Context: an optimization exercise on an open-source flow, tuned for small area, a short achievable clock period and few clock cycles per item. The choices shown serve that exercise and are no tape-out recipe. At most, simulation tests tie the RTL to the original design; equivalence was not proved. Power is estimated from default activity; no workload was simulated.

== the reference run ==
==> module aup_lane, before the edit <==
module aup_lane (
    input  logic       i_clk,
    input  logic [7:0] i_chan,
    input  logic [7:0] i_alpha_s0,    
    input  logic [7:0] i_alpha_s1,    
    input  logic [7:0] i_alpha_s2,    
    input  logic [7:0] i_alpha_s3,    
    input  logic [7:0] i_alpha_s4,    
    input  logic [7:0] i_alpha_s5,    
    input  logic [7:0] i_alpha_s6,    
    input  logic [7:0] i_alpha_s7,    
    output logic       o_over,         
    output logic [7:0] o_q             
);
    function automatic logic [7:0] ge_pfx(input logic [7:0] x, input logic [7:0] y);
        logic [7:0] g, p, gn, pn;
        g = x & ~y;              
        p = x | ~y;              
        g[0] = p[0];
        for (int k = 1; k < 8; k = k * 2) begin
            gn = g;
            pn = p;
            for (int i = k; i < 8; i++) begin
                gn[i] = g[i] | (p[i] & g[i-k]);
                pn[i] = p[i] & p[i-k];
            end
            g = gn;
            p = pn;
        end
        ge_pfx = g;
    endfunction
    function automatic logic [8:0] div_step(input logic [7:0] rem, input logic dbit,
                                            input logic [7:0] dvs);
        logic [7:0] e;
        logic [7:0] g;
        logic       ge;
        logic [7:0] d;
        e  = {rem[6:0], dbit};
        g  = ge_pfx(e, dvs);
        ge = rem[7] | g[7];
        d[0] = e[0] ^ dvs[0];
        for (int i = 1; i < 8; i++) d[i] = e[i] ^ dvs[i] ^ ~g[i-1];
        div_step = ge ? {1'b1, d} : {1'b0, e};
    endfunction
    function automatic logic [7:0] dec_sat(input logic [7:0] c);
        logic [7:0] o;           
        logic       any;
        o[0] = 1'b0;
        o[1] = c[0];
        o[2] = c[0] | c[1];
        o[3] = o[2] | c[2];
        o[4] = o[2] | (c[2] | c[3]);
        o[5] = o[4] | c[4];
        o[6] = o[4] | (c[4] | c[5]);
        o[7] = o[4] | (c[4] | c[5] | c[6]);
        any  = o[4] | (c[4] | c[5] | c[6] | c[7]);
        dec_sat = c ^ (~o & {8{any}});
    endfunction
    logic [7:0] r_hi;
    logic       r_cz;
    always_ff @(posedge i_clk) begin
        r_hi <= dec_sat(i_chan);
        r_cz <= (i_chan == 8'd0);
    end
    logic [7:0] w_ovp;
    assign w_ovp = ge_pfx(r_hi, i_alpha_s0);
    logic [7:0] r_rem1, r_sh1;
    logic       r_ov1;
    logic [7:0] r_rem2, r_sh2;
    logic       r_ov2;
    logic [7:0] r_rem3, r_sh3;
    logic       r_ov3;
    logic [7:0] r_rem4, r_sh4;
    logic       r_ov4;
    logic [7:0] r_rem5, r_sh5;
    logic       r_ov5;
    logic [7:0] r_rem6, r_sh6;
    logic       r_ov6;
    logic [7:0] r_rem7, r_sh7;
    logic       r_ov7;
    logic [7:0] w_rem1, w_sh1;
    logic       w_ov1;
    always_comb begin
        logic [8:0] st;
        w_rem1 = r_hi;
        w_sh1  = (~r_hi & {8{~r_cz}});
        st = div_step(w_rem1, w_sh1[7], i_alpha_s0);
        w_rem1 = st[7:0];
        w_sh1  = {w_sh1[6:0], st[8]};
    end
    assign w_ov1 = w_ovp[7];
    always_ff @(posedge i_clk) begin
        r_rem1 <= w_rem1;
        r_sh1  <= w_sh1;
        r_ov1  <= w_ov1;
    end
    logic [7:0] w_rem2, w_sh2;
    logic       w_ov2;
    always_comb begin
        logic [8:0] st;
        w_rem2 = r_rem1;
        w_sh2  = r_sh1;
        st = div_step(w_rem2, w_sh2[7], i_alpha_s1);
        w_rem2 = st[7:0];
        w_sh2  = {w_sh2[6:0], st[8]};
    end
    assign w_ov2 = r_ov1;
    always_ff @(posedge i_clk) begin
        r_rem2 <= w_rem2;
        r_sh2  <= w_sh2;
        r_ov2  <= w_ov2;
    end
    logic [7:0] w_rem3, w_sh3;
    logic       w_ov3;
    always_comb begin
        logic [8:0] st;
        w_rem3 = r_rem2;
        w_sh3  = r_sh2;
        st = div_step(w_rem3, w_sh3[7], i_alpha_s2);
        w_rem3 = st[7:0];
        w_sh3  = {w_sh3[6:0], st[8]};
    end
    assign w_ov3 = r_ov2;
    always_ff @(posedge i_clk) begin
        r_rem3 <= w_rem3;
        r_sh3  <= w_sh3;
        r_ov3  <= w_ov3;
    end
    logic [7:0] w_rem4, w_sh4;
    logic       w_ov4;
    always_comb begin
        logic [8:0] st;
        w_rem4 = r_rem3;
        w_sh4  = r_sh3;
        st = div_step(w_rem4, w_sh4[7], i_alpha_s3);
        w_rem4 = st[7:0];
        w_sh4  = {w_sh4[6:0], st[8]};
    end
    assign w_ov4 = r_ov3;
    always_ff @(posedge i_clk) begin
        r_rem4 <= w_rem4;
        r_sh4  <= w_sh4;
        r_ov4  <= w_ov4;
    end
    logic [7:0] w_rem5, w_sh5;
    logic       w_ov5;
    always_comb begin
        logic [8:0] st;
        w_rem5 = r_rem4;
        w_sh5  = r_sh4;
        st = div_step(w_rem5, w_sh5[7], i_alpha_s4);
        w_rem5 = st[7:0];
        w_sh5  = {w_sh5[6:0], st[8]};
    end
    assign w_ov5 = r_ov4;
    always_ff @(posedge i_clk) begin
        r_rem5 <= w_rem5;
        r_sh5  <= w_sh5;
        r_ov5  <= w_ov5;
    end
    logic [7:0] w_rem6, w_sh6;
    logic       w_ov6;
    always_comb begin
        logic [8:0] st;
        w_rem6 = r_rem5;
        w_sh6  = r_sh5;
        st = div_step(w_rem6, w_sh6[7], i_alpha_s5);
        w_rem6 = st[7:0];
        w_sh6  = {w_sh6[6:0], st[8]};
    end
    assign w_ov6 = r_ov5;
    always_ff @(posedge i_clk) begin
        r_rem6 <= w_rem6;
        r_sh6  <= w_sh6;
        r_ov6  <= w_ov6;
    end
    logic [7:0] w_rem7, w_sh7;
    logic       w_ov7;
    always_comb begin
        logic [8:0] st;
        w_rem7 = r_rem6;
        w_sh7  = r_sh6;
        st = div_step(w_rem7, w_sh7[7], i_alpha_s6);
        w_rem7 = st[7:0];
        w_sh7  = {w_sh7[6:0], st[8]};
    end
    assign w_ov7 = r_ov6;
    always_ff @(posedge i_clk) begin
        r_rem7 <= w_rem7;
        r_sh7  <= w_sh7;
        r_ov7  <= w_ov7;
    end
    logic [7:0] w_rem8, w_sh8;
    logic       w_ov8;
    always_comb begin
        logic [8:0] st;
        w_rem8 = r_rem7;
        w_sh8  = r_sh7;
        st = div_step(w_rem8, w_sh8[7], i_alpha_s7);
        w_rem8 = st[7:0];
        w_sh8  = {w_sh8[6:0], st[8]};
    end
    assign w_ov8 = r_ov7;
    assign o_q    = w_sh8;
    assign o_over = w_ov8;
endmodule
Settings: LEC_CHECK=0, CAP_MARGIN=20, CORE_MARGIN=2, CORE_UTILIZATION=40, SETUP_SLACK_MARGIN=2.6, SLEW_MARGIN=20; clock period 4.5 ns.
standard.sh (not shown) runs the stock make flow with config.mk's settings and CLKGATE_MAP_FILE= SYNTH_SCRIPT=/design/flow/synth_recipe.tcl, a recipe that flattens the netlist after the stock synthesis.
==> flow/flow/run.sh <==
#!/bin/bash
# The standard layout, with two synthesis changes: adders are left to ABC
# (no fa/ha cell mapping), and ABC maps for delay with flow/abc.script.
set -euo pipefail
export MY_ABC_SCRIPT=$PWD/flow/abc.script
bash standard.sh ADDER_MAP_FILE= SYNTH_SCRIPT=$PWD/flow/my_synth.tcl finish > standard_flow.log 2>&1
==> flow/flow/abc.script <==
strash
dch
map -D 900
topo
stime -c
buffer -c
upsize -c
dnsize -c
==> flow/flow/my_synth.tcl <==
# The standard flow's synthesis script (synth_recipe.tcl), with ABC run on flow/abc.script
proc synth {args} { yosys synth -nofsm -noshare {*}$args }
proc abc {args} {
  set i [lsearch -exact $args -script]
  if { $i >= 0 } { lset args [expr {$i + 1}] $::env(MY_ABC_SCRIPT) }
  yosys abc {*}$args
}
source $::env(SCRIPTS_DIR)/synth.tcl
# left out here: clear keep_hierarchy, flatten, clean up, hide names made inside functions, write 1_2_yosys.v
The reference run completed every stage of the flow, and the final layout passed the timing, DRC and antenna checks.
Testbench counts of the reference run, summed over its fixed seeds: cycles 18,048, items 18,000.
Input-level comparison between the trial run and the reference run:
diff --git a/flow/design.v b/flow/design.v
--- a/flow/design.v
+++ b/flow/design.v
@@ -15,60 +15,22 @@
     input  logic [7:0] i_alpha_s7,    
     output logic       o_over,         
     output logic [7:0] o_q             
 );
-    function automatic logic [7:0] ge_pfx(input logic [7:0] x, input logic [7:0] y);
-        logic [7:0] g, p, gn, pn;
-        g = x & ~y;              
-        p = x | ~y;              
-        g[0] = p[0];
-        for (int k = 1; k < 8; k = k * 2) begin
-            gn = g;
-            pn = p;
-            for (int i = k; i < 8; i++) begin
-                gn[i] = g[i] | (p[i] & g[i-k]);
-                pn[i] = p[i] & p[i-k];
-            end
-            g = gn;
-            p = pn;
-        end
-        ge_pfx = g;
-    endfunction
     function automatic logic [8:0] div_step(input logic [7:0] rem, input logic dbit,
                                             input logic [7:0] dvs);
-        logic [7:0] e;
-        logic [7:0] g;
-        logic       ge;
-        logic [7:0] d;
-        e  = {rem[6:0], dbit};
-        g  = ge_pfx(e, dvs);
-        ge = rem[7] | g[7];
-        d[0] = e[0] ^ dvs[0];
-        for (int i = 1; i < 8; i++) d[i] = e[i] ^ dvs[i] ^ ~g[i-1];
-        div_step = ge ? {1'b1, d} : {1'b0, e};
-    endfunction
-    function automatic logic [7:0] dec_sat(input logic [7:0] c);
-        logic [7:0] o;           
-        logic       any;
-        o[0] = 1'b0;
-        o[1] = c[0];
-        o[2] = c[0] | c[1];
-        o[3] = o[2] | c[2];
-        o[4] = o[2] | (c[2] | c[3]);
-        o[5] = o[4] | c[4];
-        o[6] = o[4] | (c[4] | c[5]);
-        o[7] = o[4] | (c[4] | c[5] | c[6]);
-        any  = o[4] | (c[4] | c[5] | c[6] | c[7]);
-        dec_sat = c ^ (~o & {8{any}});
+        logic [8:0] ext;
+        logic [8:0] dif;
+        ext = {rem, dbit};
+        dif = ext - {1'b0, dvs};
+        div_step = dif[8] ? {1'b0, ext[7:0]} : {1'b1, dif[7:0]};
     endfunction
     logic [7:0] r_hi;
     logic       r_cz;
     always_ff @(posedge i_clk) begin
-        r_hi <= dec_sat(i_chan);
+        r_hi <= i_chan - {7'd0, (i_chan != 8'd0)};
         r_cz <= (i_chan == 8'd0);
     end
-    logic [7:0] w_ovp;
-    assign w_ovp = ge_pfx(r_hi, i_alpha_s0);
     logic [7:0] r_rem1, r_sh1;
     logic       r_ov1;
     logic [7:0] r_rem2, r_sh2;
     logic       r_ov2;
@@ -91,9 +53,9 @@
         st = div_step(w_rem1, w_sh1[7], i_alpha_s0);
         w_rem1 = st[7:0];
         w_sh1  = {w_sh1[6:0], st[8]};
     end
-    assign w_ov1 = w_ovp[7];
+    assign w_ov1 = (r_hi >= i_alpha_s0);
     always_ff @(posedge i_clk) begin
         r_rem1 <= w_rem1;
         r_sh1  <= w_sh1;
         r_ov1  <= w_ov1;
## What came out
Going from the reference run to the trial run, the portion of total power attributed to combinational logic was found to have gone up by 7.1 points.
Per the comparison of the trial run with the reference run, reg2reg setup slack -60 ps, overall routing resource usage +2.1 points.
Compared to the reference run, the trial run has slew of the pin with the lowest slew margin 260 ps higher.
Taking the trial run over the reference run, the number of signal-net buffers in the layout ratio works out to 1.08.
What the trial run reported for total power has to be multiplied by 0.842 to get the figure for the reference run.
Synthesized area per cell was lower in the trial run than in the reference run.
Relative to the reference run, y dimension of the die increased by about 3.5% in the trial run.
Relative to the reference run, worst-case setup margin in the final layout decreased by 17 ps in the trial run.
Diff the reference run -> the trial run: die area now larger, utilization went up 0.94 points, first-pass GRT wire length picked up an extra 17%.
Cmp the reference run and the trial run / wire length / lower: the reference run
The trial run reached the final stage; the timing, DRC and antenna checks on its layout passed.
No functional check of the RTL was part of the trial run.

-- separate check: timing with driven ports --
The results above use ideal ports. As a check the final layouts listed here were re-extracted and re-timed, cells and wires unchanged.
Step 1 sets driving cells, clkbuf_16 on the clock port and buf_2 on the other inputs (assumed; they add their load-dependent delay and slew).
Step 2 times the ports against the registers' clock, not the clock port: input delays grow and output delays shrink by t, the midpoint of the rising clock arrivals with the driver on.
Slacks: no drivers / after step 1 / after step 2; pairs: no drivers / after step 1.
run | t, ns | setup WS [ns] | slew at the worst register clock pin (ns) | cell pins on the clock port's net
the reference run | 0.661 | 2.559 / 2.500 / 2.108 | 0.07 / 0.07 | 1
the trial run | 0.668 | 2.542 / 2.482 / 1.994 | 0.07 / 0.07 | 1
After both steps every run listed still meets setup and hold. For the trial run, which loses most, drivers alone change the setup slack by -0.060 ns; drivers and shift together by -0.548 ns.
